This is an optimization exercise on Yosys and OpenROAD, whose aim is small area, not a production implementation. No run shown here included a check of the RTL's function; only the layout flow was run. Power and IR drop assume default switching activity.

===== flow/design.v =====
package efi_cfg_pkg;
    localparam int unsigned NUM_REGS = 16;
    localparam int unsigned REG_W    = 16;
    localparam int unsigned ADDR_W   = 4;
    localparam int unsigned BUSY_W   = 6;
    localparam int unsigned REG_MODE      = 0;
    localparam int unsigned REG_TOOTH_CNT = 1;
    localparam int unsigned REG_TOOTH_W   = 2;
    localparam int unsigned REG_MISSING   = 3;
    localparam int unsigned REG_TRIG_OFS  = 4;
    localparam int unsigned REG_QPR       = 5;
    localparam int unsigned REG_PHASE_A   = 6;
    localparam int unsigned REG_PHASE_B   = 7;
    localparam int unsigned REG_PHASE_C   = 8;
    localparam int unsigned REG_PHASE_D   = 9;
    localparam int unsigned REG_TIMING    = 10;
    localparam int unsigned REG_DWELL     = 11;
    localparam int unsigned REG_INJ_A_PW  = 12;
    localparam int unsigned REG_INJ_B_PW  = 13;
    typedef enum logic [2:0] {
        ERR_NONE    = 3'd0,
        ERR_ZERO    = 3'd1,
        ERR_MISSING = 3'd2,
        ERR_GEOM    = 3'd3,
        ERR_TIMEOUT = 3'd4,
        ERR_ABORT   = 3'd5
    } err_code_e;
    typedef enum logic [1:0] {
        ST_IDLE      = 2'd0,
        ST_VALIDATE  = 2'd1,
        ST_WAIT_SAFE = 2'd2,
        ST_COMMIT    = 2'd3
    } state_e;
    function automatic logic [REG_W-1:0] reg_default(input int unsigned idx);
        logic [REG_W-1:0] val;
        case (idx)
            REG_MODE:      val = 16'h0017;
            REG_TOOTH_CNT: val = 16'd60;
            REG_TOOTH_W:   val = 16'd128;
            REG_MISSING:   val = 16'd2;
            REG_QPR:       val = 16'd7680;
            REG_PHASE_B:   val = 16'd2560;
            REG_PHASE_C:   val = 16'd5120;
            REG_TIMING:    val = 16'd427;
            REG_DWELL:     val = 16'd960;
            REG_INJ_A_PW:  val = 16'd2000;
            default:       val = 16'd0;
        endcase
        reg_default = val;
    endfunction
    function automatic logic [NUM_REGS*REG_W-1:0] default_bank();
        logic [NUM_REGS*REG_W-1:0] bank;
        for (int unsigned i = 0; i < NUM_REGS; i++) begin
            bank[i*REG_W +: REG_W] = reg_default(i);
        end
        default_bank = bank;
    endfunction
endpackage
module cfg_geom_check
(
    input  logic [15:0] tooth_cnt,
    input  logic [15:0] tooth_w,
    input  logic [15:0] missing,
    input  logic [15:0] qpr,
    output logic        ok,
    output logic [2:0]  code
);
    logic [15:0] w_suffix;    
    logic        prod_hi;
    always_comb begin
        w_suffix[15] = tooth_w[15];
        for (int k = 14; k >= 0; k--) w_suffix[k] = w_suffix[k+1] | tooth_w[k];
        prod_hi = 1'b0;
        for (int i = 1; i < 16; i++) prod_hi = prod_hi | (tooth_cnt[i] & w_suffix[16-i]);
    end
    wire pp1 = ~(tooth_cnt[0] & tooth_w[0]);
    wire pp2 = ~(tooth_cnt[0] & tooth_w[1]);
    wire pp3 = ~(tooth_cnt[0] & tooth_w[2]);
    wire pp4 = ~(tooth_cnt[0] & tooth_w[3]);
    wire pp5 = ~(tooth_cnt[0] & tooth_w[4]);
    wire pp6 = ~(tooth_cnt[0] & tooth_w[5]);
    wire pp7 = ~(tooth_cnt[0] & tooth_w[6]);
    wire pp8 = ~(tooth_cnt[0] & tooth_w[7]);
    wire pp9 = ~(tooth_cnt[0] & tooth_w[8]);
    wire pp10 = ~(tooth_cnt[0] & tooth_w[9]);
    wire pp11 = ~(tooth_cnt[0] & tooth_w[10]);
    wire pp12 = ~(tooth_cnt[0] & tooth_w[11]);
    wire pp13 = ~(tooth_cnt[0] & tooth_w[12]);
    wire pp14 = ~(tooth_cnt[0] & tooth_w[13]);
    wire pp15 = ~(tooth_cnt[0] & tooth_w[14]);
    wire pp16 = ~(tooth_cnt[0] & tooth_w[15]);
    wire pp17 = ~(tooth_cnt[1] & tooth_w[0]);
    wire pp18 = ~(tooth_cnt[1] & tooth_w[1]);
    wire pp19 = ~(tooth_cnt[1] & tooth_w[2]);
    wire pp20 = ~(tooth_cnt[1] & tooth_w[3]);
    wire pp21 = ~(tooth_cnt[1] & tooth_w[4]);
    wire pp22 = ~(tooth_cnt[1] & tooth_w[5]);
    wire pp23 = ~(tooth_cnt[1] & tooth_w[6]);
    wire pp24 = ~(tooth_cnt[1] & tooth_w[7]);
    wire pp25 = ~(tooth_cnt[1] & tooth_w[8]);
    wire pp26 = ~(tooth_cnt[1] & tooth_w[9]);
    wire pp27 = ~(tooth_cnt[1] & tooth_w[10]);
    wire pp28 = ~(tooth_cnt[1] & tooth_w[11]);
    wire pp29 = ~(tooth_cnt[1] & tooth_w[12]);
    wire pp30 = ~(tooth_cnt[1] & tooth_w[13]);
    wire pp31 = ~(tooth_cnt[1] & tooth_w[14]);
    wire pp32 = ~(tooth_cnt[2] & tooth_w[0]);
    wire pp33 = ~(tooth_cnt[2] & tooth_w[1]);
    wire pp34 = ~(tooth_cnt[2] & tooth_w[2]);
    wire pp35 = ~(tooth_cnt[2] & tooth_w[3]);
    wire pp36 = ~(tooth_cnt[2] & tooth_w[4]);
    wire pp37 = ~(tooth_cnt[2] & tooth_w[5]);
    wire pp38 = ~(tooth_cnt[2] & tooth_w[6]);
    wire pp39 = ~(tooth_cnt[2] & tooth_w[7]);
    wire pp40 = ~(tooth_cnt[2] & tooth_w[8]);
    wire pp41 = ~(tooth_cnt[2] & tooth_w[9]);
    wire pp42 = ~(tooth_cnt[2] & tooth_w[10]);
    wire pp43 = ~(tooth_cnt[2] & tooth_w[11]);
    wire pp44 = ~(tooth_cnt[2] & tooth_w[12]);
    wire pp45 = ~(tooth_cnt[2] & tooth_w[13]);
    wire pp46 = ~(tooth_cnt[3] & tooth_w[0]);
    wire pp47 = ~(tooth_cnt[3] & tooth_w[1]);
    wire pp48 = ~(tooth_cnt[3] & tooth_w[2]);
    wire pp49 = ~(tooth_cnt[3] & tooth_w[3]);
    wire pp50 = ~(tooth_cnt[3] & tooth_w[4]);
    wire pp51 = ~(tooth_cnt[3] & tooth_w[5]);
    wire pp52 = ~(tooth_cnt[3] & tooth_w[6]);
    wire pp53 = ~(tooth_cnt[3] & tooth_w[7]);
    wire pp54 = ~(tooth_cnt[3] & tooth_w[8]);
    wire pp55 = ~(tooth_cnt[3] & tooth_w[9]);
    wire pp56 = ~(tooth_cnt[3] & tooth_w[10]);
    wire pp57 = ~(tooth_cnt[3] & tooth_w[11]);
    wire pp58 = ~(tooth_cnt[3] & tooth_w[12]);
    wire pp59 = ~(tooth_cnt[4] & tooth_w[0]);
    wire pp60 = ~(tooth_cnt[4] & tooth_w[1]);
    wire pp61 = ~(tooth_cnt[4] & tooth_w[2]);
    wire pp62 = ~(tooth_cnt[4] & tooth_w[3]);
    wire pp63 = ~(tooth_cnt[4] & tooth_w[4]);
    wire pp64 = ~(tooth_cnt[4] & tooth_w[5]);
    wire pp65 = ~(tooth_cnt[4] & tooth_w[6]);
    wire pp66 = ~(tooth_cnt[4] & tooth_w[7]);
    wire pp67 = ~(tooth_cnt[4] & tooth_w[8]);
    wire pp68 = ~(tooth_cnt[4] & tooth_w[9]);
    wire pp69 = ~(tooth_cnt[4] & tooth_w[10]);
    wire pp70 = ~(tooth_cnt[4] & tooth_w[11]);
    wire pp71 = ~(tooth_cnt[5] & tooth_w[0]);
    wire pp72 = ~(tooth_cnt[5] & tooth_w[1]);
    wire pp73 = ~(tooth_cnt[5] & tooth_w[2]);
    wire pp74 = ~(tooth_cnt[5] & tooth_w[3]);
    wire pp75 = ~(tooth_cnt[5] & tooth_w[4]);
    wire pp76 = ~(tooth_cnt[5] & tooth_w[5]);
    wire pp77 = ~(tooth_cnt[5] & tooth_w[6]);
    wire pp78 = ~(tooth_cnt[5] & tooth_w[7]);
    wire pp79 = ~(tooth_cnt[5] & tooth_w[8]);
    wire pp80 = ~(tooth_cnt[5] & tooth_w[9]);
    wire pp81 = ~(tooth_cnt[5] & tooth_w[10]);
    wire pp82 = ~(tooth_cnt[6] & tooth_w[0]);
    wire pp83 = ~(tooth_cnt[6] & tooth_w[1]);
    wire pp84 = ~(tooth_cnt[6] & tooth_w[2]);
    wire pp85 = ~(tooth_cnt[6] & tooth_w[3]);
    wire pp86 = ~(tooth_cnt[6] & tooth_w[4]);
    wire pp87 = ~(tooth_cnt[6] & tooth_w[5]);
    wire pp88 = ~(tooth_cnt[6] & tooth_w[6]);
    wire pp89 = ~(tooth_cnt[6] & tooth_w[7]);
    wire pp90 = ~(tooth_cnt[6] & tooth_w[8]);
    wire pp91 = ~(tooth_cnt[6] & tooth_w[9]);
    wire pp92 = ~(tooth_cnt[7] & tooth_w[0]);
    wire pp93 = ~(tooth_cnt[7] & tooth_w[1]);
    wire pp94 = ~(tooth_cnt[7] & tooth_w[2]);
    wire pp95 = ~(tooth_cnt[7] & tooth_w[3]);
    wire pp96 = ~(tooth_cnt[7] & tooth_w[4]);
    wire pp97 = ~(tooth_cnt[7] & tooth_w[5]);
    wire pp98 = ~(tooth_cnt[7] & tooth_w[6]);
    wire pp99 = ~(tooth_cnt[7] & tooth_w[7]);
    wire pp100 = ~(tooth_cnt[7] & tooth_w[8]);
    wire pp101 = ~(tooth_cnt[8] & tooth_w[0]);
    wire pp102 = ~(tooth_cnt[8] & tooth_w[1]);
    wire pp103 = ~(tooth_cnt[8] & tooth_w[2]);
    wire pp104 = ~(tooth_cnt[8] & tooth_w[3]);
    wire pp105 = ~(tooth_cnt[8] & tooth_w[4]);
    wire pp106 = ~(tooth_cnt[8] & tooth_w[5]);
    wire pp107 = ~(tooth_cnt[8] & tooth_w[6]);
    wire pp108 = ~(tooth_cnt[8] & tooth_w[7]);
    wire pp109 = ~(tooth_cnt[9] & tooth_w[0]);
    wire pp110 = ~(tooth_cnt[9] & tooth_w[1]);
    wire pp111 = ~(tooth_cnt[9] & tooth_w[2]);
    wire pp112 = ~(tooth_cnt[9] & tooth_w[3]);
    wire pp113 = ~(tooth_cnt[9] & tooth_w[4]);
    wire pp114 = ~(tooth_cnt[9] & tooth_w[5]);
    wire pp115 = ~(tooth_cnt[9] & tooth_w[6]);
    wire pp116 = ~(tooth_cnt[10] & tooth_w[0]);
    wire pp117 = ~(tooth_cnt[10] & tooth_w[1]);
    wire pp118 = ~(tooth_cnt[10] & tooth_w[2]);
    wire pp119 = ~(tooth_cnt[10] & tooth_w[3]);
    wire pp120 = ~(tooth_cnt[10] & tooth_w[4]);
    wire pp121 = ~(tooth_cnt[10] & tooth_w[5]);
    wire pp122 = ~(tooth_cnt[11] & tooth_w[0]);
    wire pp123 = ~(tooth_cnt[11] & tooth_w[1]);
    wire pp124 = ~(tooth_cnt[11] & tooth_w[2]);
    wire pp125 = ~(tooth_cnt[11] & tooth_w[3]);
    wire pp126 = ~(tooth_cnt[11] & tooth_w[4]);
    wire pp127 = ~(tooth_cnt[12] & tooth_w[0]);
    wire pp128 = ~(tooth_cnt[12] & tooth_w[1]);
    wire pp129 = ~(tooth_cnt[12] & tooth_w[2]);
    wire pp130 = ~(tooth_cnt[12] & tooth_w[3]);
    wire pp131 = ~(tooth_cnt[13] & tooth_w[0]);
    wire pp132 = ~(tooth_cnt[13] & tooth_w[1]);
    wire pp133 = ~(tooth_cnt[13] & tooth_w[2]);
    wire pp134 = ~(tooth_cnt[14] & tooth_w[0]);
    wire pp135 = ~(tooth_cnt[14] & tooth_w[1]);
    wire pp136 = ~(tooth_cnt[15] & tooth_w[0]);
    wire s137, c138;
    assign {c138, s137} = 2'(qpr[1]) + 2'(pp2) + 2'(pp17);
    wire s139, c140;
    assign {c140, s139} = 2'(qpr[2]) + 2'(pp3) + 2'(pp18);
    wire s141, c142;
    assign {c142, s141} = 2'(pp32) + 2'(c138) + 2'(s139);
    wire s143, c144;
    assign {c144, s143} = 2'(qpr[3]) + 2'(pp4) + 2'(pp19);
    wire s145, c146;
    assign {c146, s145} = 2'(pp33) + 2'(pp46) + 2'(c140);
    wire s147, c148;
    assign {c148, s147} = 2'(s143) + 2'(c142) + 2'(s145);
    wire s149, c150;
    assign {c150, s149} = 2'(qpr[4]) + 2'(pp5) + 2'(pp20);
    wire s151, c152;
    assign {c152, s151} = 2'(pp34) + 2'(pp47) + 2'(pp59);
    wire s153, c154;
    assign {c154, s153} = 2'(c144) + 2'(s149) + 2'(s151);
    wire s155, c156;
    assign {c156, s155} = 2'(c146) + 2'(s153) + 2'(c148);
    wire s157, c158;
    assign {c158, s157} = 2'(qpr[5]) + 2'(pp6) + 2'(pp21);
    wire s159, c160;
    assign {c160, s159} = 2'(pp35) + 2'(pp48) + 2'(pp60);
    wire s161, c162;
    assign {c162, s161} = 2'(pp71) + 2'(c150) + 2'(c152);
    wire s163, c164;
    assign {c164, s163} = 2'(s157) + 2'(s159) + 2'(c154);
    wire s165, c166;
    assign {c166, s165} = 2'(s161) + 2'(s163) + 2'(c156);
    wire s167, c168;
    assign {c168, s167} = 2'(qpr[6]) + 2'(pp7) + 2'(pp22);
    wire s169, c170;
    assign {c170, s169} = 2'(pp36) + 2'(pp49) + 2'(pp61);
    wire s171, c172;
    assign {c172, s171} = 2'(pp72) + 2'(pp82) + 2'(c158);
    wire s173, c174;
    assign {c174, s173} = 2'(c160) + 2'(s167) + 2'(s169);
    wire s175, c176;
    assign {c176, s175} = 2'(c162) + 2'(s171) + 2'(s173);
    wire s177, c178;
    assign {c178, s177} = 2'(c164) + 2'(s175) + 2'(c166);
    wire s179, c180;
    assign {c180, s179} = 2'(qpr[7]) + 2'(pp8) + 2'(pp23);
    wire s181, c182;
    assign {c182, s181} = 2'(pp37) + 2'(pp50) + 2'(pp62);
    wire s183, c184;
    assign {c184, s183} = 2'(pp73) + 2'(pp83) + 2'(pp92);
    wire s185, c186;
    assign {c186, s185} = 2'(c168) + 2'(c170) + 2'(s179);
    wire s187, c188;
    assign {c188, s187} = 2'(s181) + 2'(s183) + 2'(c172);
    wire s189, c190;
    assign {c190, s189} = 2'(c174) + 2'(s185) + 2'(c176);
    wire s191, c192;
    assign {c192, s191} = 2'(s187) + 2'(s189) + 2'(c178);
    wire s193, c194;
    assign {c194, s193} = 2'(qpr[8]) + 2'(pp9) + 2'(pp24);
    wire s195, c196;
    assign {c196, s195} = 2'(pp38) + 2'(pp51) + 2'(pp63);
    wire s197, c198;
    assign {c198, s197} = 2'(pp74) + 2'(pp84) + 2'(pp93);
    wire s199, c200;
    assign {c200, s199} = 2'(pp101) + 2'(c180) + 2'(c182);
    wire s201, c202;
    assign {c202, s201} = 2'(c184) + 2'(s193) + 2'(s195);
    wire s203, c204;
    assign {c204, s203} = 2'(s197) + 2'(c186) + 2'(s199);
    wire s205, c206;
    assign {c206, s205} = 2'(s201) + 2'(c188) + 2'(s203);
    wire s207, c208;
    assign {c208, s207} = 2'(c190) + 2'(s205) + 2'(c192);
    wire s209, c210;
    assign {c210, s209} = 2'(qpr[9]) + 2'(pp10) + 2'(pp25);
    wire s211, c212;
    assign {c212, s211} = 2'(pp39) + 2'(pp52) + 2'(pp64);
    wire s213, c214;
    assign {c214, s213} = 2'(pp75) + 2'(pp85) + 2'(pp94);
    wire s215, c216;
    assign {c216, s215} = 2'(pp102) + 2'(pp109) + 2'(c194);
    wire s217, c218;
    assign {c218, s217} = 2'(c196) + 2'(c198) + 2'(s209);
    wire s219, c220;
    assign {c220, s219} = 2'(s211) + 2'(s213) + 2'(c200);
    wire s221, c222;
    assign {c222, s221} = 2'(c202) + 2'(s215) + 2'(s217);
    wire s223, c224;
    assign {c224, s223} = 2'(c204) + 2'(s219) + 2'(s221);
    wire s225, c226;
    assign {c226, s225} = 2'(c206) + 2'(s223) + 2'(c208);
    wire s227, c228;
    assign {c228, s227} = 2'(qpr[10]) + 2'(pp11) + 2'(pp26);
    wire s229, c230;
    assign {c230, s229} = 2'(pp40) + 2'(pp53) + 2'(pp65);
    wire s231, c232;
    assign {c232, s231} = 2'(pp76) + 2'(pp86) + 2'(pp95);
    wire s233, c234;
    assign {c234, s233} = 2'(pp103) + 2'(pp110) + 2'(pp116);
    wire s235, c236;
    assign {c236, s235} = 2'(c210) + 2'(c212) + 2'(c214);
    wire s237, c238;
    assign {c238, s237} = 2'(s227) + 2'(s229) + 2'(s231);
    wire s239, c240;
    assign {c240, s239} = 2'(s233) + 2'(c216) + 2'(c218);
    wire s241, c242;
    assign {c242, s241} = 2'(s235) + 2'(s237) + 2'(c220);
    wire s243, c244;
    assign {c244, s243} = 2'(c222) + 2'(s239) + 2'(c224);
    wire s245, c246;
    assign {c246, s245} = 2'(s241) + 2'(s243) + 2'(c226);
    wire s247, c248;
    assign {c248, s247} = 2'(qpr[11]) + 2'(pp12) + 2'(pp27);
    wire s249, c250;
    assign {c250, s249} = 2'(pp41) + 2'(pp54) + 2'(pp66);
    wire s251, c252;
    assign {c252, s251} = 2'(pp77) + 2'(pp87) + 2'(pp96);
    wire s253, c254;
    assign {c254, s253} = 2'(pp104) + 2'(pp111) + 2'(pp117);
    wire s255, c256;
    assign {c256, s255} = 2'(pp122) + 2'(c228) + 2'(c230);
    wire s257, c258;
    assign {c258, s257} = 2'(c232) + 2'(c234) + 2'(s247);
    wire s259, c260;
    assign {c260, s259} = 2'(s249) + 2'(s251) + 2'(s253);
    wire s261, c262;
    assign {c262, s261} = 2'(c236) + 2'(c238) + 2'(s255);
    wire s263, c264;
    assign {c264, s263} = 2'(s257) + 2'(s259) + 2'(c240);
    wire s265, c266;
    assign {c266, s265} = 2'(s261) + 2'(c242) + 2'(s263);
    wire s267, c268;
    assign {c268, s267} = 2'(c244) + 2'(s265) + 2'(c246);
    wire s269, c270;
    assign {c270, s269} = 2'(qpr[12]) + 2'(pp13) + 2'(pp28);
    wire s271, c272;
    assign {c272, s271} = 2'(pp42) + 2'(pp55) + 2'(pp67);
    wire s273, c274;
    assign {c274, s273} = 2'(pp78) + 2'(pp88) + 2'(pp97);
    wire s275, c276;
    assign {c276, s275} = 2'(pp105) + 2'(pp112) + 2'(pp118);
    wire s277, c278;
    assign {c278, s277} = 2'(pp123) + 2'(pp127) + 2'(c248);
    wire s279, c280;
    assign {c280, s279} = 2'(c250) + 2'(c252) + 2'(c254);
    wire s281, c282;
    assign {c282, s281} = 2'(s269) + 2'(s271) + 2'(s273);
    wire s283, c284;
    assign {c284, s283} = 2'(s275) + 2'(c256) + 2'(c258);
    wire s285, c286;
    assign {c286, s285} = 2'(c260) + 2'(s277) + 2'(s279);
    wire s287, c288;
    assign {c288, s287} = 2'(s281) + 2'(c262) + 2'(s283);
    wire s289, c290;
    assign {c290, s289} = 2'(s285) + 2'(c264) + 2'(s287);
    wire s291, c292;
    assign {c292, s291} = 2'(c266) + 2'(s289) + 2'(c268);
    wire s293, c294;
    assign {c294, s293} = 2'(qpr[13]) + 2'(pp14) + 2'(pp29);
    wire s295, c296;
    assign {c296, s295} = 2'(pp43) + 2'(pp56) + 2'(pp68);
    wire s297, c298;
    assign {c298, s297} = 2'(pp79) + 2'(pp89) + 2'(pp98);
    wire s299, c300;
    assign {c300, s299} = 2'(pp106) + 2'(pp113) + 2'(pp119);
    wire s301, c302;
    assign {c302, s301} = 2'(pp124) + 2'(pp128) + 2'(pp131);
    wire s303, c304;
    assign {c304, s303} = 2'(c270) + 2'(c272) + 2'(c274);
    wire s305, c306;
    assign {c306, s305} = 2'(c276) + 2'(s293) + 2'(s295);
    wire s307, c308;
    assign {c308, s307} = 2'(s297) + 2'(s299) + 2'(s301);
    wire s309, c310;
    assign {c310, s309} = 2'(c278) + 2'(c280) + 2'(c282);
    wire s311, c312;
    assign {c312, s311} = 2'(s303) + 2'(s305) + 2'(s307);
    wire s313, c314;
    assign {c314, s313} = 2'(c284) + 2'(c286) + 2'(s309);
    wire s315, c316;
    assign {c316, s315} = 2'(s311) + 2'(c288) + 2'(s313);
    wire s317, c318;
    assign {c318, s317} = 2'(c290) + 2'(s315) + 2'(c292);
    wire s319, c320;
    assign {c320, s319} = 2'(qpr[14]) + 2'(pp15) + 2'(pp30);
    wire s321, c322;
    assign {c322, s321} = 2'(pp44) + 2'(pp57) + 2'(pp69);
    wire s323, c324;
    assign {c324, s323} = 2'(pp80) + 2'(pp90) + 2'(pp99);
    wire s325, c326;
    assign {c326, s325} = 2'(pp107) + 2'(pp114) + 2'(pp120);
    wire s327, c328;
    assign {c328, s327} = 2'(pp125) + 2'(pp129) + 2'(pp132);
    wire s329, c330;
    assign {c330, s329} = 2'(pp134) + 2'(c294) + 2'(c296);
    wire s331, c332;
    assign {c332, s331} = 2'(c298) + 2'(c300) + 2'(c302);
    wire s333, c334;
    assign {c334, s333} = 2'(s319) + 2'(s321) + 2'(s323);
    wire s335, c336;
    assign {c336, s335} = 2'(s325) + 2'(s327) + 2'(c304);
    wire s337, c338;
    assign {c338, s337} = 2'(c306) + 2'(c308) + 2'(s329);
    wire s339, c340;
    assign {c340, s339} = 2'(s331) + 2'(s333) + 2'(c310);
    wire s341, c342;
    assign {c342, s341} = 2'(c312) + 2'(s335) + 2'(s337);
    wire s343, c344;
    assign {c344, s343} = 2'(c314) + 2'(s339) + 2'(s341);
    wire s345, c346;
    assign {c346, s345} = 2'(c316) + 2'(s343) + 2'(c318);
    wire s347, c348;
    assign {c348, s347} = 2'(qpr[15]) + 2'(pp16) + 2'(pp31);
    wire s349, c350;
    assign {c350, s349} = 2'(pp45) + 2'(pp58) + 2'(pp70);
    wire s351, c352;
    assign {c352, s351} = 2'(pp81) + 2'(pp91) + 2'(pp100);
    wire s353, c354;
    assign {c354, s353} = 2'(pp108) + 2'(pp115) + 2'(pp121);
    wire s355, c356;
    assign {c356, s355} = 2'(pp126) + 2'(pp130) + 2'(pp133);
    wire s357, c358;
    assign {c358, s357} = 2'(pp135) + 2'(pp136) + 2'(c320);
    wire s359, c360;
    assign {c360, s359} = 2'(c322) + 2'(c324) + 2'(c326);
    wire s361, c362;
    assign {c362, s361} = 2'(c328) + 2'(s347) + 2'(s349);
    wire s363, c364;
    assign {c364, s363} = 2'(s351) + 2'(s353) + 2'(s355);
    wire s365, c366;
    assign {c366, s365} = 2'(c330) + 2'(c332) + 2'(c334);
    wire s367, c368;
    assign {c368, s367} = 2'(s357) + 2'(s359) + 2'(s361);
    wire s369, c370;
    assign {c370, s369} = 2'(s363) + 2'(c336) + 2'(c338);
    wire s371, c372;
    assign {c372, s371} = 2'(s365) + 2'(s367) + 2'(c340);
    wire s373, c374;
    assign {c374, s373} = 2'(c342) + 2'(s369) + 2'(c344);
    wire s375, c376;
    assign {c376, s375} = 2'(s371) + 2'(s373) + 2'(c346);
    wire prod_eq = (qpr[0] ^ pp1) &
                   ~s137 &
                   ~s141 &
                   ~s147 &
                   ~s155 &
                   ~s165 &
                   ~s177 &
                   ~s191 &
                   ~s207 &
                   ~s225 &
                   ~s245 &
                   ~s267 &
                   ~s291 &
                   ~s317 &
                   ~s345 &
                   ~s375 &
                   ((c348 ^ c350 ^ c352 ^ c354 ^ c356 ^ c358 ^ c360 ^ c362 ^ c364 ^ c366 ^ c368 ^ c370 ^ c372 ^ c374 ^ c376) == 1'b1);
    logic miss_ge;
    always_comb begin
        miss_ge = 1'b1;
        for (int i = 0; i < 16; i++)
            miss_ge = (missing[i] & ~tooth_cnt[i]) | (missing[i] & miss_ge) | (~tooth_cnt[i] & miss_ge);
    end
    always_comb begin
        code = efi_cfg_pkg::ERR_NONE;
        if (tooth_cnt == 16'd0 || qpr == 16'd0) begin
            code = efi_cfg_pkg::ERR_ZERO;
        end else if (miss_ge) begin
            code = efi_cfg_pkg::ERR_MISSING;
        end else if (prod_hi || !prod_eq) begin
            code = efi_cfg_pkg::ERR_GEOM;
        end
        ok = (code == efi_cfg_pkg::ERR_NONE);
    end
endmodule
module cfg_commit_ctrl
#(
    parameter int unsigned NREGS       = efi_cfg_pkg::NUM_REGS,
    parameter int unsigned TIMEOUT_CYC = 1000000
) (
    input  logic                   clk,
    input  logic                   rst_n,
    input  logic                   wr_en,
    input  logic [3:0]             wr_addr,
    input  logic [15:0]            wr_data,
    input  logic                   commit_req,
    input  logic                   abort,
    input  logic                   synced,
    input  logic                   trigger,
    input  logic [5:0]             outputs_busy,
    output logic [NREGS*16-1:0]    active_regs,
    output logic                   shadow_dirty,
    output logic                   commit_pending,
    output logic                   commit_done,
    output logic                   commit_err,
    output logic [2:0]             err_code
);
    localparam int unsigned REG_W  = efi_cfg_pkg::REG_W;
    localparam int unsigned BANK_W = NREGS * REG_W;
    localparam logic [BANK_W-1:0] DEF_BANK = BANK_W'(efi_cfg_pkg::default_bank());
    localparam logic [19:0] TMO_LAST = 20'h82ca6;
    logic [1:0]        state;
    logic [1:0]        state_nxt;
    logic [BANK_W-1:0] shadow;
    logic [19:0]       tmo;
    logic              geom_ok;
    logic [2:0]        geom_code;
    logic              safe;
    logic              tmo_hit;
    logic              st_idle, st_val, st_wait, st_commit;
    cfg_geom_check u_geom (
        .tooth_cnt (shadow[efi_cfg_pkg::REG_TOOTH_CNT*REG_W +: REG_W]),
        .tooth_w   (shadow[efi_cfg_pkg::REG_TOOTH_W*REG_W +: REG_W]),
        .missing   (shadow[efi_cfg_pkg::REG_MISSING*REG_W +: REG_W]),
        .qpr       (shadow[efi_cfg_pkg::REG_QPR*REG_W +: REG_W]),
        .ok        (geom_ok),
        .code      (geom_code)
    );
    assign st_idle   = (state == 2'd0);
    assign st_val    = (state == 2'd1);
    assign st_wait   = (state == 2'd2);
    assign st_commit = (state == 2'd3);
    assign safe    = !synced || (trigger && (outputs_busy == 6'd0));
    assign tmo_hit = (tmo == TMO_LAST);
    always_comb begin
        state_nxt = 2'd0;
        if (st_idle) begin
            if (commit_req && !abort) state_nxt = 2'd1;
        end else if (st_val) begin
            if (!abort && geom_ok) state_nxt = 2'd2;
        end else if (st_wait) begin
            if (abort)         state_nxt = 2'd0;
            else if (safe)     state_nxt = 2'd3;
            else if (!tmo_hit) state_nxt = 2'd2;
        end
    end
    always_ff @(posedge clk) begin
        if (!rst_n) state <= 2'd0;
        else        state <= state_nxt;
    end
    assign commit_pending = !st_idle;
    always_ff @(posedge clk) begin
        tmo[0] <= st_wait & (tmo[19] ^ tmo[16]);
        for (int i = 1; i < 20; i++) tmo[i] <= st_wait & ~tmo[i-1];
    end
    always_ff @(posedge clk) begin
        if (!rst_n) begin
            err_code <= efi_cfg_pkg::ERR_NONE;
        end else if (st_idle) begin
            if (commit_req && !abort) err_code <= efi_cfg_pkg::ERR_NONE;
        end else if (st_val) begin
            if (abort)         err_code <= efi_cfg_pkg::ERR_ABORT;
            else if (!geom_ok) err_code <= geom_code;
        end else if (st_wait) begin
            if (abort)                err_code <= efi_cfg_pkg::ERR_ABORT;
            else if (!safe && tmo_hit) err_code <= efi_cfg_pkg::ERR_TIMEOUT;
        end
    end
    assign commit_err = (err_code != 3'd0);
    always_ff @(posedge clk) begin
        if (!rst_n) begin
            shadow_dirty <= 1'b0;
            commit_done  <= 1'b0;
        end else begin
            shadow_dirty <= wr_en | (shadow_dirty & !st_commit);
            commit_done  <= st_commit;
        end
    end
    logic [NREGS-1:0] s_load0, s_load1, s_keep, s_keep1;
    logic [15:0]      wd1;
    logic             a_load0, a_keep;
    logic [BANK_W-1:0] shadow_d, active_d;
    always_comb begin
        for (int r = 0; r < NREGS; r++) begin
            s_load0[r] = wr_en && (wr_addr == 4'(r)) && rst_n;
            s_load1[r] = (wr_en && (wr_addr == 4'(r))) || !rst_n;
            s_keep[r]  = !(wr_en && (wr_addr == 4'(r))) && rst_n;
            s_keep1[r] = !(wr_en && (wr_addr == 4'(r)));
        end
        wd1     = wr_data | {16{!rst_n}};
        a_load0 = st_commit && rst_n;
        a_keep  = !st_commit && rst_n;
        for (int r = 0; r < NREGS; r++) begin
            for (int b = 0; b < REG_W; b++) begin
                if (DEF_BANK[r*REG_W+b]) begin
                    shadow_d[r*REG_W+b] = (s_load1[r] & wd1[b]) | (s_keep1[r] & shadow[r*REG_W+b]);
                    active_d[r*REG_W+b] = (a_load0 & shadow[r*REG_W+b]) | (a_keep & active_regs[r*REG_W+b]) | !rst_n;
                end else begin
                    shadow_d[r*REG_W+b] = (s_load0[r] & wr_data[b]) | (s_keep[r] & shadow[r*REG_W+b]);
                    active_d[r*REG_W+b] = (a_load0 & shadow[r*REG_W+b]) | (a_keep & active_regs[r*REG_W+b]);
                end
            end
        end
    end
    always_ff @(posedge clk) begin
        shadow      <= shadow_d;
        active_regs <= active_d;
    end
endmodule

===== flow/flow/run.sh =====
#!/bin/bash
# The standard layout with two changes:
#  - each port is buffered by the smallest buffer cell (buf_1);
#  - after the standard synthesis, flow/fa_polarity.py picks the polarity of each
#    full adder and of the AND/NAND gates feeding them so that fewer inverters
#    are needed (same logic function, same registers).
set -euo pipefail
export BUFFER_PORTS_ARGS="-buffer_cell sky130_fd_sc_hd__buf_1"
R=orfs/results/${FLOW_PLATFORM}/cfg_commit_ctrl/base
bash standard.sh synth > flow_synth.log 2>&1
cp "$R/1_2_yosys.v" synth_before_polarity.v
python3 flow/fa_polarity.py synth_before_polarity.v "$R/1_2_yosys.v" > fa_polarity.log 2>&1
rm -f "$R/1_synth.odb" "$R/1_synth.sdc"
bash standard.sh > flow_standard.log 2>&1

===== flow/flow/fa_polarity.py =====
#!/usr/bin/env python3
"""Full-adder polarity pass on a mapped sky130hd netlist.

A full adder is self-dual: FA(~a, ~b, ~c) = (~sum, ~carry). Synthesis leaves
inverters between full adders and AND gates feeding them in whatever polarity
its mapping chose. This pass picks, for every full adder, whether it computes
on true or on inverted signals, and for every AND2/NAND2 whose loads are all
full-adder inputs, which of the two it is, so that as few inverters as
possible remain. The logic function of the netlist is unchanged.

usage: fa_polarity.py IN.v OUT.v
"""
import re, sys, random, collections

P = "sky130_fd_sc_hd__"
AREA = {"inv_1": 3.7536, "and2_1": 6.256, "nand2_1": 3.7536}
OUTP = {"X", "Y", "Q", "Q_N", "SUM", "COUT", "HI", "LO", "GCLK"}

src = open(sys.argv[1]).read()
cell_re = re.compile(r"^(\s*)(" + P + r"\w+)\s+(\S+)\s*\((.*?)\);\n", re.S | re.M)
pin_re = re.compile(r"\.(\w+)\(([^()]*)\)")

cells = []          # dicts: type, name, pins (ordered list of [pin, net])
spans = []
for m in cell_re.finditer(src):
    pins = [[p, n.strip()] for p, n in pin_re.findall(m.group(4))]
    cells.append({"type": m.group(2)[len(P):], "name": m.group(3), "pins": pins})
    spans.append((m.start(), m.end()))

ports = set()
for m in re.finditer(r"^\s*(input|output|inout)\s+(\[[^\]]*\]\s*)?([^;]+);", src, re.M):
    for n in m.group(3).split(","):
        ports.add(n.strip())

def base(net):
    return re.sub(r"\[\d+\]$", "", net)

driver = {}
loads = collections.defaultdict(list)
for i, c in enumerate(cells):
    for k, (p, n) in enumerate(c["pins"]):
        if p in OUTP:
            driver[n] = (i, p)
        else:
            loads[n].append((i, k))

def is_inv(i):
    return cells[i]["type"] == "inv_1"

fas = [i for i, c in enumerate(cells) if c["type"] == "fa_1"]
fa_set = set(fas)

# Resolve the logical source of a net: follow inverter chains (only through
# inv_1 cells whose output is not a port).
def resolve(net):
    inv = 0
    seen = 0
    while net in driver and is_inv(driver[net][0]) and base(net) not in ports and seen < 8:
        i = driver[net][0]
        net = dict(cells[i]["pins"])["A"]
        inv ^= 1
        seen += 1
    return net, inv

# Loads we rewire: every FA input pin, plus every other load of a managed net.
fa_in = []          # (cell, pinidx, root, inv)
for f in fas:
    for k, (p, n) in enumerate(cells[f]["pins"]):
        if p in ("A", "B", "CIN"):
            r, v = resolve(n)
            fa_in.append((f, k, r, v))

roots = set(r for _, _, r, _ in fa_in)
# Which roots are FA outputs
fa_out = {}
for f in fas:
    for p, n in cells[f]["pins"]:
        if p in ("SUM", "COUT"):
            fa_out[n] = f
            roots.add(n)

# Managed inverters: inverters whose (resolved) input is a root and whose output is not a port.
def inv_chain_members(net):
    """All inverter cells downstream of net through inverter chains."""
    out = []
    stack = [net]
    while stack:
        x = stack.pop()
        for (i, k) in loads.get(x, []):
            if is_inv(i):
                y = dict(cells[i]["pins"])["Y"]
                if base(y) in ports:
                    return None
                out.append(i)
                stack.append(y)
    return out

managed_inv = set()
other_loads = []    # (cell, pinidx, root, inv) non-FA loads that we rewire
bad_roots = set()
for r in list(roots):
    if base(r) in ports and r not in driver:
        continue
    chain = inv_chain_members(r)
    if chain is None:
        bad_roots.add(r)
        continue
    managed_inv.update(chain)
roots -= bad_roots
# drop FA inputs whose root could not be managed: keep them as they are
fa_in = [t for t in fa_in if t[2] in roots or (base(t[2]) in ports and t[2] not in driver)]
fa_in_keys = set((f, k) for f, k, _, _ in fa_in)

# Non-FA loads of managed nets (roots and managed inverter outputs)
for r in roots:
    for (i, k) in loads.get(r, []):
        if i in managed_inv or (i, k) in fa_in_keys:
            continue
        other_loads.append((i, k, r, 0))
for iv in managed_inv:
    y = dict(cells[iv]["pins"])["Y"]
    r, v = resolve(y)
    for (i, k) in loads.get(y, []):
        if i in managed_inv or (i, k) in fa_in_keys:
            continue
        other_loads.append((i, k, r, v))

# FA inputs whose root is unmanaged-but-driven (bad root) are left alone.
# Swappable gates: and2_1 / nand2_1 driving a root whose every load is handled here.
swap = {}
for r in roots:
    if r in driver and cells[driver[r][0]]["type"] in ("and2_1", "nand2_1"):
        if base(r) in ports:
            continue
        swap[r] = driver[r][0]

flip = {f: 0 for f in fas}
sw = {r: 0 for r in swap}

def phys(r):
    if r in fa_out:
        return flip[fa_out[r]]
    if r in sw:
        return sw[r]
    return 0

def cost():
    need = set()
    for f, k, r, v in fa_in:
        if v ^ flip[f] != phys(r):
            need.add(r)
    for i, k, r, v in other_loads:
        if v != phys(r):
            need.add(r)
    a = len(need) * AREA["inv_1"]
    for r, i in swap.items():
        t = cells[i]["type"]
        if sw[r]:
            t = "nand2_1" if t == "and2_1" else "and2_1"
        a += AREA[t]
    return a

before = cost()
adj = collections.defaultdict(list)
for f, k, r, v in fa_in:
    if r in fa_out:
        g = fa_out[r]
        adj[f].append((g, v))
        adj[g].append((f, v))
comps = []
color = {}
for s0 in fas:
    if s0 in color:
        continue
    color[s0] = 0
    comp = [s0]
    q = [s0]
    while q:
        x = q.pop()
        for y, v in adj[x]:
            if y not in color:
                color[y] = color[x] ^ v
                comp.append(y)
                q.append(y)
    comps.append(comp)
for f in fas:
    flip[f] = color[f]
for r in swap:
    sw[r] = 0
def best_swaps():
    for r in swap:
        c0 = cost(); sw[r] ^= 1
        if cost() >= c0:
            sw[r] ^= 1
best_swaps()
for comp in comps:
    c0 = cost()
    for f in comp:
        flip[f] ^= 1
    best_swaps()
    if cost() >= c0:
        for f in comp:
            flip[f] ^= 1
        best_swaps()
if cost() > before:
    for f in fas:
        flip[f] = 0
    for r in swap:
        sw[r] = 0
best = cost()
vars_ = [("f", f) for f in fas] + [("s", r) for r in swap]
random.seed(1)
improved = True
while improved:
    improved = False
    random.shuffle(vars_)
    for kind, x in vars_:
        d = flip if kind == "f" else sw
        d[x] ^= 1
        c = cost()
        if c < best - 1e-9:
            best = c
            improved = True
        else:
            d[x] ^= 1
improved = True
while improved:
    improved = False
    for f in fas:
        nb = set()
        for p, n in cells[f]["pins"]:
            if p in ("SUM", "COUT"):
                for (i, k) in loads.get(n, []):
                    if i in fa_set:
                        nb.add(i)
        for g in nb:
            flip[f] ^= 1
            flip[g] ^= 1
            c = cost()
            if c < best - 1e-9:
                best = c
                improved = True
            else:
                flip[f] ^= 1
                flip[g] ^= 1

# Rebuild connections.
new_cells = []
inv_of = {}
wires = []
cnt = [0]

def fmt(n):
    return n + " " if n.startswith("\\") else n

def signal(r, want):
    """Net carrying (logical r) ^ want."""
    if want == phys(r):
        return r
    if r not in inv_of:
        cnt[0] += 1
        y = f"fapol_n{cnt[0]}"
        wires.append(y)
        new_cells.append(f"  {P}inv_1 fapol_i{cnt[0]} (\n    .A({fmt(r)}),\n    .Y({y})\n  );\n")
        inv_of[r] = y
    return inv_of[r]

for f, k, r, v in fa_in:
    cells[f]["pins"][k][1] = signal(r, v ^ flip[f])
for i, k, r, v in other_loads:
    cells[i]["pins"][k][1] = signal(r, v)
for r, i in swap.items():
    if sw[r]:
        c = cells[i]
        if c["type"] == "and2_1":
            c["type"] = "nand2_1"
            c["pins"] = [[("Y" if p == "X" else p), n] for p, n in c["pins"]]
        else:
            c["type"] = "and2_1"
            c["pins"] = [[("X" if p == "Y" else p), n] for p, n in c["pins"]]
# remove managed inverters (all their loads were rewired)
removed = set(managed_inv)

out = []
pos = 0
for idx, (s, e) in enumerate(spans):
    out.append(src[pos:s])
    pos = e
    if idx in removed:
        continue
    c = cells[idx]
    m = cell_re.match(src, s)
    body = ",\n".join(f"    .{p}({fmt(n)})" for p, n in c["pins"])
    out.append(f"{m.group(1)}{P}{c['type']} {c['name']} (\n{body}\n  );\n")
out.append(src[pos:])
text = "".join(out)
# declare new wires and add new cells before endmodule
decl = "".join(f"  wire {w};\n" for w in wires)
k = text.rindex("endmodule")
text = text[:k] + "".join(new_cells) + text[k:]
m = re.search(r"^\s*(wire|input|output)\b", text, re.M)
text = text[:m.start()] + "\n" + decl + text[m.start():]
open(sys.argv[2], "w").write(text)
sys.stderr.write(f"fa_polarity: {len(fas)} full adders, {len(managed_inv)} inverters removed, "
                 f"{len(new_cells)} added, {sum(sw.values())} AND/NAND swapped, "
                 f"{sum(flip.values())} adders flipped; area {before:.1f} -> {best:.1f}\n")

===== flow/standard.sh =====
#!/bin/bash
# synth_recipe.tcl (not shown) runs the flow's synth.tcl, then flattens the netlist and writes it again
# the make line also repeats each setting of config.mk as NAME=value (left out here)
make -C /OpenROAD-flow-scripts/flow DESIGN_CONFIG=/design/flow/config.mk WORK_HOME=/design/flow/orfs CLKGATE_MAP_FILE= SYNTH_SCRIPT=/design/flow/synth_recipe.tcl "${@:-finish}"

===== flow/config.mk =====
export PLATFORM = sky130hd
export DESIGN_NAME = cfg_commit_ctrl
export DESIGN_NICKNAME = cfg_commit_ctrl
export VERILOG_FILES = /design/flow/design.v
export SDC_FILE = /design/flow/constraint.sdc
export NUM_CORES = 4
export LEC_CHECK = 0
export CAP_MARGIN = 20
export CORE_MARGIN = 2
export CORE_UTILIZATION = 40
export CTS_CLUSTER_DIAMETER = 70
export CTS_CLUSTER_SIZE = 30
export SLEW_MARGIN = 20

===== flow/constraint.sdc =====
create_clock -name core_clock -period 10.0 [get_ports {clk}]
set_input_delay 2.0000 -clock core_clock [delete_from_list [all_inputs] [get_ports {clk}]]
set_output_delay 2.0000 -clock core_clock [all_outputs]
set_load 0.01 [all_outputs]

==> notes.md, run 1 <==
Status:
- The flow ran to the end and the layout has no timing, DRC or antenna violations.

Worst setup path:
- The highest fanout seen on the critical path is 10.
- The kind of cell adding the most delay to the critical path is adder cells.
- The setup path with the least slack is of type reg2reg.
- The slowest stage of the critical path belongs to the cell a2111oi_4.
- Walking the worst path, the cells encountered are buf_4, nand2_1, fa_1, fa_1, fa_1, fa_1, fa_1, fa_1, fa_1, fa_1, fa_1, fa_1, fa_1, fa_1, fa_1, fa_1, fa_1, nor4_1, nand4_1, a2111oi_0, nand2_1, a2111oi_4, nand3_2, a221oi_2.
- STA classifies the critical path startpoint as a flip-flop.
- The stage delay of the slowest cell on the critical path is ~0.51 ns.
- The register-to-register setup slack is 0.68 ns.
- The most critical setup path has its startpoint at shadow[17].
- The startpoint identified for the worst register-to-register timing path is shadow[17].
- Counting both buffers and inverters, the worst setup path holds a total of 1.
- Data arrives at the worst endpoint at between 9 and 10 ns.
- At the worst endpoint, the required time is ~11 ns.
- By instance count, the cell type seen most on the critical path is fa_1.
- STA classifies the critical path endpoint as a flip-flop.

Final layout:
- 0 antenna diodes ended up in the layout.
- After the last flow step, the layout net total stands at approximately 2100.
- Registers take 10800 µm².
- Of the cells placed in the final design, the portion with a size suffix greater than 1 is 0.0647.
- The area taken by multi-input logic gates is 8800 µm².
- The layout has about 4700 filler cells.
- The post-route cell area is about 23000 µm².
- For this run, the number of standard cells in the final layout without fillers is between 2000 and 3000.
- From synthesis to final layout, the design area changed by 14.3%.

Detailed routing:
- The final antenna-violating net count is 0.
- The via count normalized by instance count is approximately 5.6.
- The DRC marker count from the first detailed-route iteration is ~1200.
- The routed design has around 66000 µm of wire.
- The total number of vias is ~15000.
- The pre-antenna-repair detailed-routing pass consisted of 5 iterations.
- Dividing the detail-routed wire length by the instance count gives 24.5 µm.
- The DRC violation count after routing is 0.

Clock network:
- The maximum count of clock buffers along a single path is 3.
- Clock-pin slew was measured on the worst setup and hold paths at around 0.1 ns.
- The clock reaches the later pin of the worst-skew pair after around 0.64 ns.
- The clock drives 539 sinks.
- For this design, the CTS-stage hold fixing added 0 buffers.
- The number of gates resized after CTS was 0.
- The cell sitting at the root of the clock tree is a clkbuf_16.
- Buffers added to address setup during post-CTS repair amount to 0.
- The CTS H-tree depth is 1.
- Counting the buffers created by CTS gives 30.
- The TritonCTS clock tree is built.

Global routing:
- The first global-routing pass estimated slightly below 100000 µm of wire.
- The peak-usage layer in the global routing report is met2.
- Global routing finished with a remaining overflow of 0.
- The total global routing track utilization is 0.242.
- In the global route stage, met1 resource usage came out at 0.336.
- The met2 layer usage reported by global route is 0.377.
- The largest net degree at the start of global routing is roughly 160.
- The initial antenna violation count is 0.
- The met3 capacity usage during global routing is 0.0543.
- The number of global-route vias before repair is approximately 15000.

Pwr:
- The design draws approximately 0.0039 W.
- The power density over cell area is 169 nW/µm².
- The maximum vdd ir drop is ~0.16 mV.
- The leakage power figure is just over 8 nW.

Place:
- The number of input and output port buffers inserted is just under 300.
- Prior to clock tree synthesis, the placed netlist has a worst setup slack of around 0.7 ns.
- Once placement completed, the tool counted placed cells totaling 2626.
- Summing all placed instances gives a cell area of around 22000 µm².
- The global placement routability congestion is between 0.9 and 1.
- Detailed placement ended at an HPWL of approximately 44000 µm.

STA:
- Of the available clock period, the critical path in the final layout requires 0.932.
- Clock skew on the completed layout was measured at roughly 0.04 ns.
- The final worst setup slack is ~0.68 ns.
- The worst-margin pin slew is roughly 1.0 ns.
- Setup repair after global routing left no endpoint under its margin.
- The aggregate negative setup slack is 0 ns.
- The number of max-slew violations in the final report came to 0.
- The count of endpoints failing setup in the final report is 0.
- The worst slew slack as a fraction of its limit is 0.302.
- The maximum clock frequency is roughly 110 MHz.
- The time the final worst path needs with I/O delays and setup is 9.32 ns.
- The final count of hold timing violations is 0.

Floorplan:
- For this configuration, the core starts out at a cell density of 0.405.
- The die width is between 200 and 250 µm.
- In this run the vertical extent of the chip is 229 µm.
- The placeable core area is 50200 µm².
- The die covers between 50000 and 60000 µm².
- The floorplan has ~80 rows.
- The number of top-level design ports is a little under 300.

Synth:
- The number of nets in the synthesized netlist is 1916.
- The average cell area after synthesis is 11.5 µm².
- The number of cells produced by synthesis is roughly 1800.
- After synthesis the cells add up to a little over 20000 µm².
- The Yosys step of the flow raised 2 warnings.

Min path:
- The min-delay analysis places its worst path in the category reg2reg.
- The worst hold path begins at tmo[12].

Run:
- The total of max-cap violations is 0.
==> layout make-up <==
type	count	area share
Multi-Input combinational cell	1032	0.379
Sequential cell	539	0.465
Tap cell	672	0.0362
Clock buffer	31	0.0325
Clock inverter	22	0.0164
Inverter	44	0.00733
Timing Repair Buffer	342	0.0635
==> worst paths after layout <==
path                 endpoint  cells past startpoint
setup / recovery  err_code[2]                     24
setup reg to reg  err_code[2]                     24
hold / removal        tmo[13]                      1
hold reg to reg       tmo[13]                      1
==> per-layer routing <==
| layer | wire length [µm] | share of wire |
|---|---|---|
| met3 | 4880 | 0.074 |
| met5 | 0 | 0 |
| met1 | 29300 | 0.45 |
| met4 | 1820 | 0.028 |
| met2 | 29600 | 0.45 |
==> state kept, by name, indices dropped and copies added (netlist names) <==
signal and cells:
active_regs 256, shadow 256, tmo 20, err_code 3
state 2, commit_done 1, shadow_dirty 1
==> cells in the final DEF (no fill, tap or decap), drive strengths merged, types with 3 or more instances in the layout <==
master  count
a21oi      24
a222oi      3
a22o      421
a22oi       3
a31o        3
a31oi       3
and2        3
and3        3
buf       342
bufinv      3
clkbuf     31
clkinv      7
dfxtp     539
fa        120
inv        54
nand2     170
nand2b     11
nand3       8
nand4       3
nor2       84
nor2b       6
nor3        7
nor4       10
nor4b       4
o21ai      37
o22a       50
o22ai       5
o32a        5
or2         5
or3         3
xnor2      13
==> where the power goes <==
group	switching, W	leakage [nW]	internal, W
clock network	0.000833	0.538	0.000683
registers	0.0000170	4.35	0.00216
logic	0.000157	3.32	0.0000685
==> metrics by stage <==
stage          utilization  hold slack, ns
3_5_place_dp         0.439           0.392
3_3_place_gp         0.439           0.392
5_1_grt              0.463           0.428
6_report             0.463           0.407
4_1_cts              0.462           0.412
2_1_floorplan            -           0.383
==> inputs of run 2 (changes only) <==
--- a/flow/flow/run.sh
+++ b/flow/flow/run.sh
@@ -1,4 +1,6 @@
 #!/bin/bash
-# The standard layout with two changes:
+# The standard layout with these changes:
 #  - each port is buffered by the smallest buffer cell (buf_1);
+#  - clock tree synthesis adds no dummy loads (its arguments are otherwise the
+#    standard ones, with config.mk's cluster size and diameter);
 #  - after the standard synthesis, flow/fa_polarity.py picks the polarity of each
@@ -8,2 +10,3 @@
 export BUFFER_PORTS_ARGS="-buffer_cell sky130_fd_sc_hd__buf_1"
+export CTS_ARGS="-sink_clustering_enable -repair_clock_nets -sink_clustering_size 30 -sink_clustering_max_diameter 70 -dont_use_dummy_load"
 R=orfs/results/${FLOW_PLATFORM}/cfg_commit_ctrl/base
==> notes.md, run 2 <==
STA:
- The final count of hold timing violations is 0.
- The routed design could run at a clock period as short as a little over 9 ns.
- The ratio of final minimum period to clock period is 0.934.
- The final worst setup slack is 0.660 ns.
- Timing would allow up to about 110 MHz.
- The number of max-slew violations in the final report is 0.
- After routing, the total negative slack on setup checks comes to 0 ns.
- The count of endpoints failing setup in the final report is 0.
- Clock skew on the completed layout was measured at roughly 0.074 ns.
- Setup repair after global routing left no endpoint under its margin.
- The worst-margin pin slew is between 1 and 1.5 ns.
- Headroom to the max-slew limit came out at 0.232.

Floorplan:
- Measured along the x axis, the die boundary spans around 230 µm.
- The initial utilization of the core area, before any placement, comes to 0.405.
- The floorplan has between 80 and 90 rows.
- The number of top-level design ports is slightly below 300.
- The placeable core area is around 50000 µm².
- The y dimension of the die is between 200 and 250 µm.
- The floorplan step defined a die boundary enclosing between 50000 and 60000 µm².

Synth:
- In this run the cell area of the synthesized design comes to between 20000 and 25000 µm².
- The total nets after synthesis is 1916.
- The number of synthesis warnings is 2.
- The average cell area after synthesis is roughly 12 µm².
- After technology mapping, the gate count stands at roughly 1800.

Final layout:
- Leaving out fill and tap cells, the most frequent cells in the layout are dfxtp_1, a22o_1, buf_1.
- The antenna diode count is 0.
- The area growth from synthesis to layout is 12.4%.
- In the final layout, the registers with the most flip-flops are active_regs: 256 flops, shadow: 256 flops, tmo: 20 flops.
- Leaving out fill and tap cells, the most frequent cell in the layout is dfxtp_1.
- In the final layout, the share of cells above drive strength 1 is 0.0524.
- The layout net count is between 2000 and 2500.

Worst setup path:
- On the worst path, the slowest cell contributes a delay of a little over 0.6 ns.
- The path type of the worst setup path is reg2reg.
- The cell type with the highest occurrence count on the critical path is fa_1.
- In this run the worst path has a maximum fanout of 11.
- For this design, the slowest cell found on the critical path is dfxtp_1.
- The combined buffer and inverter count along the critical path is 0.
- The endpoint class of the critical path is a flip-flop.
- STA puts the critical path data arrival time at between 9 and 10 ns.
- The startpoint type of the worst setup path is a flip-flop.
- At the worst endpoint, the required time is 10.50 ns.
- The kind of cell adding the most delay to the critical path is adder cells.
- The critical path goes through nand2_1, fa_1, fa_1, fa_1, fa_1, fa_1, fa_1, fa_1, fa_1, fa_1, fa_1, fa_1, fa_1, fa_1, fa_1, fa_1, nor4_1, nand4_1, a2111oi_0, nand2_1, a2111oi_4, nand3_2, a221oi_2.

Detailed routing:
- The total length of routed wires is ~66000 µm.
- The detailed router placed around 15000 vias in this run.
- The final antenna-violating net count is 0.
- The DRC marker count from the first detailed-route iteration is about 1300.
- The DRC violation count after routing is 0.
- The count of TritonRoute iterations in the first routing pass is 5.
- In the final routed layout, each cell accounts on average for ~25 µm.
- The via count normalized by instance count is roughly 5.7.

Status:
- The run finished with no timing, DRC or antenna violations.

Global routing:
- The initial antenna violation count is 0.
- The first global-routing pass estimated 98000 µm of wire.
- The met3 capacity usage during global routing is 0.0568.
- The number of global-route vias before repair is approximately 15000.
- In the global route stage, met1 resource usage came out at 0.339.
- For this run, the total global-route usage over all layers was measured as 0.245.
- After global routing the overflow that remains totals 0.
- Entering global routing, the biggest net connects 170 pins.
- For this run, global-route usage on met2 was measured as 0.385.
- The peak-usage layer in the global routing report is met2.

Clock network:
- The post-CTS repair timing setup buffer count is 0.
- The number of clock buffers added by TritonCTS is 30.
- CTS placed an instance of clkbuf_16 at the clock tree root.
- The clock insertion delay at the later pin of the skew report is 0.64 ns.
- TritonCTS built the clock tree.
- The clock sink count is ~540.
- Clock-pin slew was measured on the worst setup and hold paths at roughly 0.08 ns.
- For this design, the CTS-stage hold fixing added 0 buffers.
- In this run the number of H-tree levels came out at 1.
- Post-CTS repair changed the size of 0 cells.
- The maximum count of clock buffers along a single path is 3.

Pwr:
- For this design the static power due to leakage is 8.03 nW.
- The maximum vdd ir drop is ~0.13 mV.
- The power density over cell area is roughly 160 nW/µm².

Run:
- The total of max-cap violations is 0.

Place:
- The pre-CTS setup slack is 0.656 ns.
- Detailed placement ended at an HPWL of roughly 44000 µm.
- The count of buffers added on input and output ports is approximately 300.
- At the end of routability-driven placement, the weighted congestion stood at just over 0.9.

Min path:
- The path category of the worst min-delay check is reg2reg.
-- run 2: cell count changes in the layout (fill, tap and decap cells not counted), moves of 2 or more --
cell and delta:
inv_8 -4, buf_4 -4, inv_12 -2, clkinv_8 -5, clkinv_16 -2, inv_16 -2
bufinv_16 -3, clkinvlp_4 -2, inv_6 -2
-- run 2: per-layer routing --
layer  vias up  wire length (µm)
met5         -                 0
met4         0              1600
met3        93              5530
met2       546             29700
met1      7660             29000
li1       6774                 -
-- run 2: layout make-up --
class	count	area, µm²
clock buffer	30	751
fill	4684	27400
inverter	44	170
multi-input combinational	1032	8790
sequential	539	10800
tap	672	841
timing repair buffer	339	1470
-- run 2: report_power, final --
part	switching [W]	internal, W
Combinational	0.000156	0.0000698
Sequential	0.0000178	0.00216
Clock	0.000685	0.000530
Total	0.000859	0.00276
-- run 2: final timing paths --
| check | cells after the start | endpoint | from | slack, ns |
|---|---|---|---|---|
| max reg2reg | 23 | err_code[2] | shadow[32] | 0.66 |
| min | 1 | tmo[7] | tmo[6] | 0.40 |
| max | 23 | err_code[2] | shadow[32] | 0.66 |
| min reg2reg | 1 | tmo[7] | tmo[6] | 0.40 |
-- run 2: stage by stage --
stage	utilization	cell area [µm²]	cells	hold slack (ns)	total power (W)
2_1_floorplan	-	20300	1763	0.383	0.00236
3_3_place_gp	0.438	22000	2622	0.388	0.00245
3_5_place_dp	0.439	22000	2625	0.395	0.00245
4_1_cts	0.454	22800	2655	0.392	0.00365
5_1_grt	0.455	22800	2656	0.417	0.00374
6_report	0.455	22800	2656	0.397	0.00362
==> inputs of run 3 (changes only) <==
--- a/flow/config.mk
+++ b/flow/config.mk
@@ -7,3 +7,3 @@
 export LEC_CHECK = 0
-export CAP_MARGIN = 20
+export CAP_MARGIN = 0
 export CORE_MARGIN = 2
@@ -12,2 +12,2 @@
 export CTS_CLUSTER_SIZE = 30
-export SLEW_MARGIN = 20
+export SLEW_MARGIN = 0
==> notes.md, run 3 <==
Place:
- The global placement routability congestion is 0.946.
- Buffers placed on the I/O ports in this run total between 200 and 300.
- In this run, placement finished with an instance count of ~2600.
- The HPWL after detailed placement is around 45000 µm.

Final layout:
- The proportion of layout cells with a drive suffix above 1 is 0.0484.
- The sequential cell area in the final layout is ~11000 µm².
- The antenna diode count is 0.
- The area taken by multi-input logic gates is 8780 µm².
- The final instance count without filler cells is 2655.
- The layout net count is between 2000 and 2500.
- Leaving out fill and tap cells, the most frequent cells in the layout are dfxtp_1, a22o_1, buf_1.
- The largest registers in the layout are active_regs: 256 flops, shadow: 256 flops, tmo: 20 flops.
- The area growth from synthesis to layout is 12.2%.
- The leading cell type in the layout, fill and taps excluded is dfxtp_1.
- The layout filler cell count is approximately 4700.

Synth:
- The average cell area after synthesis is ~12 µm².
- The synthesized netlist occupies a cell area of roughly 20000 µm².
- Yosys printed 2 warnings.
- Synthesis produced a netlist whose cell count is roughly 1800.
- The number of nets handed over by synthesis was 1916.

Global routing:
- For this run, the total global-route usage over all layers was measured as 0.249.
- The largest net degree at the start of global routing is between 100 and 150.
- The remaining global-route overflow is 0.
- The number of global-route vias before repair came to 14800.
- The global-route wire length before repair is 99100 µm.
- The initial antenna violation count is 0.

Worst setup path:
- The endpoint class of the critical path is a flip-flop.
- STA classifies the critical path startpoint as a flip-flop.
- In this run the worst path has a maximum fanout of 7.
- The worst endpoint data arrival time is slightly below 10 ns.
- The path type of the worst setup path is reg2reg.
- Data on the critical path is required at its endpoint by between 10 and 15 ns.

Detailed routing:
- The total number of vias is 15000.
- In this run the remaining antenna-violating nets after routing total 0.
- The via count normalized by instance count is ~5.7.
- The DRC marker count from the first detailed-route iteration is 1173.
- The count of TritonRoute iterations in the first routing pass is 5.
- For this run, design rule violations remaining after detail routing come to 0.
- The final layout contains routed wiring with a total length of between 60000 and 70000 µm.
- The routed length per placed instance is around 25 µm.

Clock network:
- In this run the clock root is driven by a clkbuf_16.
- The TritonCTS buffer count is 31.
- The clock passes through at most 3 buffers.
- The post-CTS repair timing setup buffer count is 0.
- Buffers inserted to repair hold after CTS numbered 0.
- The clock sink count is around 540.
- The clock-pin slew on the worst setup and hold paths is ~0.080 ns.
- Gates resized during post-CTS repair numbered 0.
- CTS built an H-tree with a depth of 1.
- The TritonCTS clock tree is built.
- The clock insertion delay at the later pin of the skew report is approximately 0.64 ns.

Pwr:
- The maximum vdd ir drop is around 0.11 mV.
- Power comes to ~0.0036 W.
- The leakage power figure is 8.02 nW.
- The power density over cell area is around 160 nW/µm².

Floorplan:
- The site row count is between 80 and 90.
- The die covers approximately 53000 µm².
- The y dimension of the die is around 230 µm.
- The die is ~230 µm wide.
- The placeable core area is roughly 50000 µm².
- Pin placement for this block handled around 300 I/O pins.
- The initial utilization of the core area, before any placement, comes to 0.405.

Min path:
- The tightest min-delay check is of the reg2reg type.

STA:
- The ratio of final minimum period to clock period is 0.935.
- Setup repair after global routing left no endpoint under its margin.
- The worst pin sits at a relative slew slack of 0.170.
- The number of max-slew violations in the final report was 0.
- The worst path needs around 9.4 ns of the cycle, external delays included.
- Adding up every negative setup slack in the final design gives 0 ns.
- Based on the critical path, the design can be clocked at up to ~110 MHz.
- The final count of hold timing violations came to 0.
- The post-route worst hold slack is roughly 0.38 ns.
- The clock skew after layout is a little over 0.07 ns.
- For the pin with the worst max-slew slack, the measured transition is between 1 and 1.5 ns.
- Setup violations remaining at the end of the flow were counted as 0.

Run:
- The total of max-cap violations is 0.

Status:
- The flow ran to the end and the layout has no timing, DRC or antenna violations.
run 3: cell type report:
| type | instances | share of cell area |
|---|---|---|
| Timing Repair Buffer | 337 | 0.0625 |
| Tap cell | 672 | 0.0369 |
| Multi-Input combinational cell | 1032 | 0.385 |
| Sequential cell | 539 | 0.474 |
| Clock buffer | 31 | 0.0341 |
| Inverter | 44 | 0.00747 |
run 3: path summary, 6_finish.rpt:
check / endpoint / depth (start not counted) / slack (ns) / from
worst max-delay path: err_code[2] / 23 / 0.65 / shadow[17]
worst min-delay path: tmo[6] / 1 / 0.38 / tmo[5]
worst max register to register: err_code[2] / 23 / 0.65 / shadow[17]
worst min register to register: tmo[6] / 1 / 0.38 / tmo[5]
run 3: worst max-delay path, cell delays in order (launching register included):
cell and delay [ns]:
dfxtp_1 0.50, nand2_1 0.12, fa_1 0.43, fa_1 0.53, fa_1 0.46, fa_1 0.49, fa_1 0.45, fa_1 0.46
fa_1 0.43, fa_1 0.46, fa_1 0.46, fa_1 0.44, fa_1 0.47, fa_1 0.47, fa_1 0.46, fa_1 0.44
fa_1 0.43, nor4_1 0.17, nand4_1 0.11, a2111oi_0 0.43, nand2_1 0.16, a2111oi_4 0.45, nand3_2 0.15, a221oi_2 0.32
run 3: routing by layer:
metal	global-route usage	share of wire	vias up
met1	0.347	0.45	7673
met2	0.386	0.45	499
met3	0.0555	0.070	98
li1	-	-	6779
met4	0.0769	0.030	0
met5	0	0	-
run 3: per-stage QoR:
stage | utilization | worst slack (ns) | instance area, µm²
6_report | 0.454 | 0.649 | 22800
5_1_grt | 0.454 | 0.201 | 22800
4_1_cts | 0.454 | 0.602 | 22800
3_5_place_dp | 0.439 | 0.584 | 22000
3_3_place_gp | 0.439 | 0.617 | 22000
2_1_floorplan | - | 0.727 | 20300
run 3: where the power goes:
group | switching (W) | total (W) | leakage (nW) | internal (W)
combinational | 0.000155 | 0.000223 | 3.29 | 0.0000674
clock | 0.000682 | 0.00123 | 0.382 | 0.000546
sequential | 0.0000175 | 0.00218 | 4.35 | 0.00216
total | 0.000855 | 0.00363 | 8.02 | 0.00278
==> inputs of run 4 (changes only) <==
--- a/flow/config.mk
+++ b/flow/config.mk
@@ -7,7 +7,7 @@
 export LEC_CHECK = 0
-export CAP_MARGIN = 0
+export CAP_MARGIN = 20
 export CORE_MARGIN = 2
-export CORE_UTILIZATION = 40
+export CORE_UTILIZATION = 60
 export CTS_CLUSTER_DIAMETER = 70
 export CTS_CLUSTER_SIZE = 30
-export SLEW_MARGIN = 0
+export SLEW_MARGIN = 20
==> notes.md, run 4 <==
Global routing:
- The initial antenna violation count is 0.
- The total global routing track utilization is 0.333.
- The global-route wire length before repair is around 91000 µm.
- The number of global-route vias before repair is 14700.
- The largest net degree at the start of global routing is 224.
- Summed over all layers, the global routing overflow is 0.

Clock network:
- The TritonCTS clock tree is built.
- The clock insertion delay at the later pin of the skew report is ~0.61 ns.
- The TritonCTS buffer count is 29.
- Post-CTS repair changed the size of 0 cells.
- No sink is reached through more buffers than the 3 on the longest clock path.
- Clock-pin slew was measured on the worst setup and hold paths at 0.07 ns.
- The root buffer cell is clkbuf_16.
- In this run the post-CTS setup repair buffer count came out at 0.
- The quantity of hold-fixing buffers added after cts is 0.
- In this run the number of H-tree levels came out at 1.
- The clock sink count is around 540.

Place:
- Once placement completed, the tool counted placed cells totaling roughly 2400.
- The global placement routability congestion is between 0.9 and 1.
- The number of input and output port buffers inserted is 295.
- The HPWL after detailed placement is 39800 µm.

Worst setup path:
- The endpoint class of the critical path is a flip-flop.
- The worst setup path is launched from a flip-flop.
- The register-to-register setup slack is 0.52 ns.
- At the worst endpoint, the arrival time is between 9 and 10 ns.
- Along the worst path, the maximum fanout reaches 9.
- The setup path with the least slack is of type reg2reg.
- STA puts the critical path data required time at 10.46 ns.

Detailed routing:
- After the first detailed-routing iteration, the DRC count stood at approximately 1600.
- In the final routed layout, each cell accounts on average for approximately 25 µm.
- The total number of vias is between 15000 and 20000.
- The final antenna-violating net count is 0.
- In the routed design, unresolved DRC markers number 0.
- The count of TritonRoute iterations in the first routing pass is 7.
- The routed design has around 60000 µm of wire.
- The via count normalized by instance count is between 6 and 7.

Pwr:
- Of the total power, registers draw 0.611.
- The share of total power dissipated in the clock network is 0.327.
- The logic gate share of total power is 0.062.
- For this design the total switching power over the nets is 0.000825 W.
- The switching portion of total power is 0.231.
- Cell internal power was estimated by the tool at about 0.0027 W.
- The worst-case IR drop observed on VDD is 0.140 mV.
- The leakage power figure is roughly 8 nW.
- The power density over cell area is about 160 nW/µm².

Synth:
- After synthesis the cells add up to ~20000 µm².
- The number of nets handed over by synthesis was ~1900.
- Synthesis produced a netlist whose cell count is roughly 1800.
- Yosys printed 2 warnings.
- Averaged over all synthesized cells, the footprint is roughly 12 µm².

Final layout:
- The antenna diode count is 0.
- Summing all flip-flop and latch instances after layout gives 10800 µm².
- In the final layout, the share of cells above drive strength 1 is 0.0486.
- In the final layout, the registers with the most flip-flops are active_regs: 256 flops, shadow: 256 flops, tmo: 20 flops.
- The layout filler cell count is around 2600.
- After the last flow step, the layout net total stands at 2130.
- Compared with the post-synthesis result, the final layout area differs by 10.5%.
- The area taken by multi-input logic gates is a little under 9000 µm².
- The leading cell type in the layout, fill and taps excluded is dfxtp_1.
- The count of cells in the finished layout, fillers not included, comes to 2423.
- The top cell types in the final layout, fill and taps aside, are dfxtp_1, a22o_1, buf_1.

STA:
- Dividing the final minimum period by the clock period gives 0.948.
- The number of max-slew violations in the final report is 0.
- The post-route worst hold slack is ~0.41 ns.
- The clock skew after layout is around 0.067 ns.
- The worst slew slack as a fraction of its limit is 0.159.
- The aggregate negative setup slack is 0 ns.
- The worst-margin pin slew is around 1.3 ns.
- The final count of hold timing violations came to 0.
- For this run, the top clock speed supported by timing is 106 MHz.
- Setup violations remaining at the end of the flow were counted as 0.
- Setup repair after global routing left no endpoint under its margin.
- The time the final worst path needs with I/O delays and setup is ~9.5 ns.

Floorplan:
- In this run the vertical extent of the chip is between 150 and 200 µm.
- The site row count is 67.
- The die covers roughly 35000 µm².
- The die width is 188 µm.
- The starting density of the core is 0.607.
- For this design the top-level I/O count stands at around 300.
- The floorplan step defined a core boundary enclosing approximately 33000 µm².

Run:
- The total of max-cap violations is 0.

Min path:
- The path category of the worst min-delay check is reg2reg.

Status:
- The run finished with no timing, DRC or antenna violations.
## run 4: routing by layer
layer | up-vias | wire length, µm | GRT usage
met3 | 85 | 6150 | 0.0921
met5 | - | 0 | 0
met4 | 0 | 1480 | 0.0815
met1 | 7600 | 26000 | 0.477
met2 | 710 | 26100 | 0.503
li1 | 6756 | - | -
## run 4: final timing paths
| check | startpoint | to | depth (start not counted) |
|---|---|---|---|
| worst max register to register | shadow[17] | err_code[2] | 23 |
| worst max-delay path | shadow[17] | err_code[2] | 23 |
| worst min register to register | tmo[12] | tmo[13] | 1 |
| worst min-delay path | tmo[12] | tmo[13] | 1 |
## run 4: cell type report
type                    count  share of cell area
flip-flops and latches    539               0.481
well taps                 448              0.0250
multi-input cells        1032               0.392
clock buffers              29              0.0324
repair buffers            331              0.0621
inverters                  44             0.00759
## run 4: critical path, stage by stage (launching register included)
cell       delay [ns]
dfxtp_1          0.52
nand2_1          0.13
fa_1             0.44
fa_1             0.52
fa_1             0.46
fa_1             0.47
fa_1             0.44
fa_1             0.46
fa_1             0.43
fa_1             0.46
fa_1             0.46
fa_1             0.47
fa_1             0.48
fa_1             0.48
fa_1             0.47
fa_1             0.46
fa_1             0.43
nor4_1           0.19
nand4_1          0.13
a2111oi_1        0.46
nand2_1          0.16
a2111oi_4        0.43
nand3_2          0.14
a221oi_2         0.30
## run 4: power by group through the flow
stage               Combinational, W  Clock [W]  Sequential (W)
finish                      0.000221    0.00117         0.00218
global route                0.000239    0.00126         0.00218
CTS                         0.000218    0.00118         0.00218
detailed placement          0.000217          0         0.00223
global placement            0.000211          0         0.00223
floorplan                   0.000139          0         0.00222
## run 4: stage by stage
step / setup WS [ns] / util / area (µm²) / power (W)
finish: 0.524 / 0.671 / 22400 / 0.00357
global route: 0.0377 / 0.671 / 22400 / 0.00368
CTS: 0.456 / 0.670 / 22400 / 0.00358
detailed placement: 0.458 / 0.648 / 21700 / 0.00245
global placement: 0.631 / 0.648 / 21700 / 0.00244
floorplan: 0.727 / - / 20300 / 0.00236
